From an optimization exercise on the open Yosys and OpenROAD flow, aimed at small area, a short achievable clock period and few clock cycles; shortcuts taken in it are not production practice. In this exercise RTL edits were held to simulation tests only and were not proved equivalent to the original.

==> flow/design.v (outline; a module is shown in full before it is edited, if it fits) <==
// module cmsr_mul: 1106 lines
// module cmsr_area: 3386 lines
// module contact_manifold_slot_replacer: 298 lines
module contact_manifold_slot_replacer #(
   parameter int COORD_BITS = cmsr_pkg::COORD_BITS_DEF
) (
   input  logic clock,
   input  logic reset,
   input  logic req_tvalid,
   output logic req_tready,
   input  logic [((cmsr_pkg::DEPTH_BITS + 3*COORD_BITS + 2 + 7) / 8) * 8 - 1:0] req_tdata,
   input  logic [cmsr_pkg::MODE_BITS-1:0] req_tuser,
   output logic rsp_tvalid,
   input  logic rsp_tready,
   output logic [cmsr_pkg::RSP_BITS-1:0] rsp_tdata
);
  // ...
==> flow/run.sh <==
#!/bin/bash
# synth_recipe.tcl (not shown) runs the flow's synth.tcl, then flattens the netlist and writes it again
# the make line also repeats each setting of config.mk as NAME=value (left out here)
make -C /OpenROAD-flow-scripts/flow DESIGN_CONFIG=/design/flow/config.mk WORK_HOME=/design/flow/orfs CLKGATE_MAP_FILE= SYNTH_SCRIPT=/design/flow/synth_recipe.tcl finish
==> flow/config.mk <==
export PLATFORM = sky130hd
export DESIGN_NAME = contact_manifold_slot_replacer
export DESIGN_NICKNAME = contact_manifold_slot_replacer
export VERILOG_FILES = /design/flow/design.v
export SDC_FILE = /design/flow/constraint.sdc
export NUM_CORES = 4
export LEC_CHECK = 0
export CAP_MARGIN = 20
export CORE_MARGIN = 2
export CORE_UTILIZATION = 40
export SETUP_SLACK_MARGIN = 5
export SLEW_MARGIN = 20
==> flow/constraint.sdc <==
create_clock -name core_clock -period 12.0 [get_ports {clock}]
set_input_delay 2.4000 -clock core_clock [delete_from_list [all_inputs] [get_ports {clock}]]
set_output_delay 2.4000 -clock core_clock [all_outputs]
set_load 0.01 [all_outputs]
==> impl_metrics.toml, run 1 <==
[floorplanning]
die_width_um = 636

[final_layout]
reg_top3 = "h_ff x263, sp x192, k0_ff x102"
buffer_area_share_pct = 1.64
drive_gt1_share_pct = 4.22
clock_area_share_pct = 3.15
nFillCells = 38701
multi_input_area_mm2 = 0.118

[timing]
fin_skew_ps = 102

[global_route]
grt_first_pass_wirelength_um = 838000

[drt]
num_vias = 126271
wirelength_um = 571000
wl_per_cell_um = 25.5
wl_met2_um = 251000

[setup_path]
worstReg2RegEnd = "sd[3][7]"
crit_path_end_kind = "register"
worst_ep_arrival_time_ps = 7440
crit_required_ps = 12530

[synth]
yosysMostFrequentCell = "nand2_1"
synth.top_cell.area_share_pct = 31.2
synth_edf_count = 457
synthXorXnorAreaFrac_pct = 11.1
synth_common_cells = "3146 x nand2_1, 2497 x fa_1, 2330 x inv_1, 1759 x xnor2_1, 848 x clkbuf_1"

[clocking]
cts_buffers = 158
post_cts_buffers = 1
clk_path_buf_depth = 4
postCtsHoldBufs = 0

[run_status]
status = "finished clean"

[worst_hold_path]
min-delay-path-class = "reg2reg"
Testbench counts, summed over its fixed seeds: cycles 16,220.
==> run 2, diff against run 1 <==
--- a/flow/config.mk
+++ b/flow/config.mk
@@ -7,6 +7,7 @@
 export LEC_CHECK = 0
 export CAP_MARGIN = 20
 export CORE_MARGIN = 2
-export CORE_UTILIZATION = 40
+export CORE_UTILIZATION = 55
+export PLACE_DENSITY = 0.68
 export SETUP_SLACK_MARGIN = 5
 export SLEW_MARGIN = 20
==> run 2 against run 1 <==
Sequential cell count unchanged; via count up 1.5%; clock-buffer cell count down 18.
==> impl_metrics.toml, run 2 <==
[run_status]
status = "finished clean"

[clocking]
ctsRootBufferMaster = "clkbuf_16"
htreeDepth = 4
clock_latency_ps = 910
cts_tree = "built"
cts_buffers = 156
clk_path_buf_depth = 4
cts_sinks = 1233
clk_pin_slew_worst_paths_ps = 60

[global_route]
grt_first_pass_wirelength_um = 816000
antenna_found_initial = 29
grt.overflow.total = 0
gr-usage-all-layers_pct = 37.4
grt_max_degree = 62
grt_pass1_vias = 128826

[setup_path]
crit_required_ps = 12500
rrSetupSlack_ps = 5230
crit_path_start_kind = "register"
max_stage_delay_ps = 740
critPathSlowestCell = "buf_4"
crit_path_end_kind = "register"
crit_fanout = 43
critical_path_class = "reg2reg"
worstPathCellList = "inv_1, fa_1, inv_1, fa_1, inv_1, fa_1, ha_1, a21o_1, a21oi_1, nand4_1, or4_4, a21oi_4, mux2i_1, o21ai_4, buf_4"
worst_ep_arrival_time_ps = 7270

[final_layout]
max_flop_register = "h_ff"
multi_input_area_mm2 = 0.118
layout_common_cells = "3145 x nand2_1, 2497 x fa_1, 2329 x inv_1, 1758 x xnor2_1, 733 x and2_1"
final_common_cell = "nand2_1"
drive_gt1_share_pct = 4.22
syn_to_final_growth_pct = 6.03
nFillCells = 25029
regArea_mm2 = 0.0295
reg_top3 = "h_ff x263, sp x192, k0_ff x102"
finalNetCount = 20146
largest_register_ff_count = 263

[synth]
yosys_warnings = 37
syn_avg_cell_area_um2 = 9.17
yosysMostFrequentCell = "nand2_1"
synth.top_cell.area_share_pct = 31.2
synth.area.top_cells = "fa_1 31%, dfxtp_1 9.7%, xnor2_1 9.6%"
synth_edf_count = 457
synth_common_cells = "3146 x nand2_1, 2497 x fa_1, 2330 x inv_1, 1759 x xnor2_1, 848 x clkbuf_1"
yosys.area.top_type = "fa_1"
syn-instance-count = 17449
netlist_area_mm2 = 0.160
synth_cell_types = 106
synth_seq_cells = 1233
yosysSeqAreaShare_pct = 18.3
synthArstFlopShare_pct = 0
synth_top_flop_cell = "dfxtp_1"

[drt]
vias_per_cell = 6.11
wirelength_um = 553000
ant_nets = 0
detail_route.iter0.violations = 15910
route.detailed.drc = 0
dr.pass1.iters = 8
num_vias = 128154
wl_per_cell_um = 26.4

[placed_design]
dpl.hpwl_um = 360000
place_congestion = 0.965
portBuffers = 81

[floorplanning]
core_area_mm2 = 0.290
io_pins = 88
initial_core_util_pct = 55.2
chipHeight_um = 543
die_width_um = 543
fp-row-count = 198
fp.dieArea_mm2 = 0.295

[timing]
worst_pin_slew_ps = 1250
slew_headroom_pct = 15.7
finalCriticalPeriod_ps = 6770
fin_tns_setup_ps = 0
rsz0062_at_grt = "no"
fin_skew_ps = 85.7
finalSetupViolations = 0
slew_violations = 0
hold_violations = 0
post-route-period-util_pct = 56.4
fmaxAchievable_mhz = 148

[run]
maxCapViolations = 0

[worst_hold_path]
min-delay-path-class = "reg2reg"
-- run 2: cell counts after synthesis --
No cell type changed its count.
-- run 2: timing repair --
item                                    CTS  global route
hold buffers                              0             0
resized for setup                         0             3
buffers inserted                          0             0
endpoints found under the setup margin    0           106
-- run 2: kinds of logic (layout without fill, tap and decap cells) --
group,count (synthesis),count (layout),synth area share (%)
buffers and inverters,3355,2957,7.93
XOR/XNOR,2023,2023,11.1
AND/OR/NAND/NOR,4913,4913,13.6
flip-flops,1233,1233,18.3
adder cells (fa/ha/maj),3617,3617,39.3
other,1,32,0.00234
multiplexers,29,29,0.190
AO/OA/AOI/OAI,2278,2278,9.62
-- run 2: worst paths after layout --
check | start | cells after the start | to
worst max register to register | best_ff[52] | 15 | sp[3][0]
worst max-delay path | best_ff[52] | 15 | sp[3][0]
worst min register to register | k_final | 0 | c_final
worst min-delay path | k_final | 0 | c_final
-- run 2: per-stage QoR --
stage	util, %	setup slack, ps	area (um2)	instances	hold slack (ps)
floorplan	-	5480	160000	17450	310
global placement	56.6	4710	164000	20670	311
detailed placement	56.6	5120	164000	20671	314
CTS	58.4	5150	170000	20952	332
global route	58.5	5050	170000	20957	335
finish	58.5	5230	170000	20982	327
-- run 2: metal layers --
metal / GRT usage [%] / wire length [um]
met1: 47.0 / 197000
met2: 56.5 / 236000
met3: 11.6 / 77000
met4: 22.9 / 42400
met5: 0 / 123
-- run 2: final cells by class --
cell class                 instances  share of cell area, %
tap                             3900                   2.88
clock inverter                    84                  0.676
clock buffer                     197                   2.54
timing repair buffer             345                   1.66
multi-input combinational      12862                   69.7
sequential                      1233                   17.4
inverter                        2331                   5.16
antenna                           30                 0.0443
-- run 2: worst max-delay path: cells and delay by family (launching register included) --
| kind | cells | cell delay [ps] |
|---|---|---|
| multiplexers | 1 | 240 |
| buffers and inverters | 4 | 1010 |
| flip-flops | 1 | 340 |
| AO/OA/AOI/OAI | 4 | 1650 |
| AND/OR/NAND/NOR | 2 | 1100 |
| adder cells (fa/ha/maj) | 4 | 2000 |

## what the ideal ports hide
Ports are ideal in the flow. The routed layouts listed here were re-timed in OpenROAD.
Step 1 sets driving cells, clkbuf_16 on the clock port and buf_2 on the other inputs (assumed; they add their load-dependent delay and slew).
Step 2 also shifts input and output timing later by t, the mid clock arrival at the registers, as if the neighbouring blocks saw the same clock.
a / b / c = no drivers / after step 1 / after step 2; a / b = the first two.
| run | shift t [ns] | slack for setup (ns) | worst setup path after step 2 |
|---|---|---|---|
| run 1 | 1.010 | 5.088 / 5.088 / 5.088 | register to register |
| run 2 | 0.987 | 5.232 / 5.232 / 5.232 | register to register |
After both steps setup and hold are still met in every run listed.
